Source: an optimization exercise on an open RTL-to-GDS flow (aim: small area, a short achievable clock period and few clock cycles per item). Production flows keep margins and buffers that such runs may drop. Function was checked by simulation only, so behaviour that the tests miss may differ from the original. Power figures rest on the tool's default switching activity, not on a simulated workload.

==> flow/design.v (excerpt) <==
module icache_refill #(
    parameter int unsigned NUM_SETS        = 16,
    parameter int unsigned WORDS_PER_BLOCK = 8,
    parameter logic [31:0] NOP_INSTR       = 32'h00000013
) (
    input  logic        CLK,
    input  logic        RST,
    input  logic [31:0] PC,
    input  logic        flush,
    output logic [31:0] rd,
    output logic        hit,
    output logic        stall,
    output logic        mem_req,
    output logic [31:0] mem_addr,
    input  logic        mem_ack,
    input  logic [31:0] mem_rdata
);
    localparam int unsigned IDX_W  = $clog2(NUM_SETS);
    localparam int unsigned OFF_W  = $clog2(WORDS_PER_BLOCK);
    localparam int unsigned TAG_W  = 32 - IDX_W - OFF_W - 2;
    localparam int unsigned ADDR_W = IDX_W + OFF_W;           
    localparam int unsigned RING   = 4;                       
    localparam int unsigned POS_W  = $clog2(RING);
    localparam int unsigned GRP_W  = ADDR_W - POS_W;
    localparam int unsigned NGRP   = NUM_SETS * WORDS_PER_BLOCK / RING;
    localparam int unsigned NWB    = RING - 1;                
    logic [TAG_W-1:0]           tag_mem [NUM_SETS];
    logic [WORDS_PER_BLOCK-1:0] wvalid  [NUM_SETS];
    logic [31:0]                ring [NGRP][RING];
    logic [POS_W-1:0]           phase;
    logic                       wb_v    [1:NWB];
    logic [ADDR_W-1:0]          wb_slot [1:NWB];
    logic [31:0]                wb_data [1:NWB];
    logic [OFF_W-1:0]   pc_off;
    logic [IDX_W-1:0]   pc_idx;
    logic [TAG_W-1:0]   pc_tag;
    logic [ADDR_W-1:0]  pc_slot;
    logic [POS_W-1:0]   pc_pos;
    logic [POS_W-1:0]   pc_wait;
    logic               tag_hit;
    logic               cached;
    logic               blocked;
    logic               fill;
    logic               wr_en;
    logic [GRP_W-1:0]   wr_grp;
    logic [31:0]        wr_data;
    logic [31:0]        rd_pos [RING];
    logic [31:0]        rdata;
    logic [31:0]        wdata;
    logic               wb_any;
    assign pc_off  = PC[OFF_W+1:2];
    assign pc_idx  = PC[IDX_W+OFF_W+1:OFF_W+2];
    assign pc_tag  = PC[31:IDX_W+OFF_W+2];
    assign pc_slot = PC[ADDR_W+1:2];
    assign pc_pos  = pc_slot[POS_W-1:0] - phase;    
    assign pc_wait = pc_pos;                        
    assign tag_hit = (tag_mem[pc_idx] == pc_tag);
    assign cached  = tag_hit && wvalid[pc_idx][pc_off];
    always_comb begin
  ...
Size: roughly 12000 cells after synthesis, ~4700 flip-flops, roughly 140 I/O pins.
export LEC_CHECK = 0
export CAP_MARGIN = 20
export CORE_MARGIN = 2
export CORE_UTILIZATION = 60
export CTS_BUF_LIST = sky130_fd_sc_hd__clkbuf_16
export CTS_CLUSTER_DIAMETER = 90
export CTS_CLUSTER_SIZE = 25
export PLACE_DENSITY = 0.7
export SETUP_SLACK_MARGIN = 1.5
export SLEW_MARGIN = 20
export SYNTH_MEMORY_MAX_BITS = 16384
create_clock -name core_clock -period 7.0 [get_ports {CLK}]
run.sh (not shown) runs the stock make flow with config.mk's settings and CLKGATE_MAP_FILE= SYNTH_SCRIPT=/design/flow/synth_recipe.tcl, a recipe that flattens the netlist after the stock synthesis.
The baseline ran to the end with no violations.
Testbench counts at the start, summed over its fixed seeds: cycles 72,820, fetches 64,000.
Then changed:
Settings changed: CORE_UTILIZATION 60 to 55, PLACE_DENSITY 0.7 to 0.65, SETUP_SLACK_MARGIN 1.5 to 2.0.
What happened: Final cell count came out higher slightly; worst setup slack degrades by 0.0031 ns; hold slack improves by 0.0048 ns.
Then changed:
Settings changed: CORE_UTILIZATION 55 to 60, PLACE_DENSITY 0.65 to 0.7, SLEW_MARGIN 20 to 60.
The new run passed the timing, DRC and antenna checks.
Power shrinks by 0.33%.
Non-clock buffer count grows by 36.
Final area climbs by 0.61%.
Worst setup slack improves by 0.20 ns.
Sequential share of layout area is lower by 0.37 points.
Die area drops by 8.3%.
Wire length hardly moves.
Core utilization came out higher by 6.3 points.
Hold slack loses 0.0078 ns.
Clock-buffer cell count falls by 1.
Area after synthesis stays the same.
Then changed:
Settings changed: CORE_UTILIZATION 60 to 55, CTS_CLUSTER_DIAMETER 90 to 80, CTS_CLUSTER_SIZE 25 to 20, PLACE_DENSITY 0.7 to 0.65, SLEW_MARGIN 60 to 20.
Global-route usage decreases by 2.2 points; register-to-register slack is worse by 0.60 ns; worst setup slack is worse by 0.33 ns; synthesized area does not change; core utilization decreases by 5.3 points; clock power increases by about a fifth.
Then changed:
==> flow/flow/run.sh (new file) <==
#!/bin/bash
# The standard layout (the standard.sh: ORFS from synthesis to the final layout),
# with gate sizing allowed to change a cell's footprint (the platform default restricts
# timing repair to swaps between cells of the same width). ORFS writes each step's log
# under orfs/logs; make's own output goes to standard_flow.log here.
set -euo pipefail
bash standard.sh MATCH_CELL_FOOTPRINT=0 finish > standard_flow.log 2>&1
==> flow/standard.sh (new file) <==
#!/bin/bash
# synth_recipe.tcl (not shown) runs the flow's synth.tcl, then flattens the netlist and writes it again
# the make line also repeats each setting of config.mk as NAME=value (left out here)
make -C /OpenROAD-flow-scripts/flow DESIGN_CONFIG=/design/flow/config.mk WORK_HOME=/design/flow/orfs CLKGATE_MAP_FILE= SYNTH_SCRIPT=/design/flow/synth_recipe.tcl "${@:-finish}"
Settings changed: CORE_UTILIZATION 55 to 60, CTS_CLUSTER_DIAMETER 80 to 90, CTS_CLUSTER_SIZE 20 to 25, PLACE_DENSITY 0.65 to 0.7.
removed: flow/run.sh
Outcome: Clock skew goes down by 0.022 ns. Cell count goes down by about 1.8%. Setup slack gets better by 0.24 ns. Routed wire length goes down by about 0.8%.
Then changed:
==> flow/run.sh (new file) <==
#!/bin/bash
# synth_recipe.tcl (not shown) runs the flow's synth.tcl, then flattens the netlist and writes it again
# the make line also repeats each setting of config.mk as NAME=value (left out here)
make -C /OpenROAD-flow-scripts/flow DESIGN_CONFIG=/design/flow/config.mk WORK_HOME=/design/flow/orfs CLKGATE_MAP_FILE= SYNTH_SCRIPT=/design/flow/synth_recipe.tcl finish
removed: flow/flow/run.sh
removed: flow/standard.sh
=> Register-to-register slack improved by 0.41 ns; final area rises by 1.3%; total power stays flat; via count rises by 1.8%; hold slack improved by 0.015 ns.

## re-timing with driven ports
How much do the figures lean on ideal ports? The routed layouts below were timed once more, with nothing changed but the port constraints. Step 1, drivers: a clkbuf_16 drives CLK and a buf_2 each remaining input, both assumed. Step 2 adds t to the input delays and takes it off the output delays; t is the mean of the earliest and latest rising clock arrival at the registers after step 1. Input paths then give back, and output paths get back, about the clock's delay inside the block. a / b / c = no drivers / after step 1 / after step 2; a / b = the first two.
run | t, ns | slack for setup (ns) | worst setup path at the end | worst register clock-pin slew, ns | worst data-port slew with drivers (ns)
the first run | 1.030 | 1.203 / 0.955 / 0.772 | input to register | 0.11 / 0.11 | 0.38
the second run | 1.010 | 1.200 / 0.868 / 0.868 | input to output | 0.11 / 0.11 | 0.41
the third run | 1.014 | 1.400 / 1.065 / 1.065 | input to output | 0.11 / 0.11 | 0.44
the fourth run | 1.060 | 1.071 / 0.812 / 0.812 | input to output | 0.09 / 0.09 | 0.42
the fifth run | 0.999 | 1.311 / 0.981 / 0.981 | input to output | 0.11 / 0.11 | 0.53
the sixth run | 1.006 | 1.345 / 1.018 / 1.018 | input to output | 0.11 / 0.11 | 0.48
After both steps setup and hold are still met in every run listed. For the first run, which loses most, drivers alone change the setup slack by -0.248 ns; drivers and shift together by -0.431 ns.
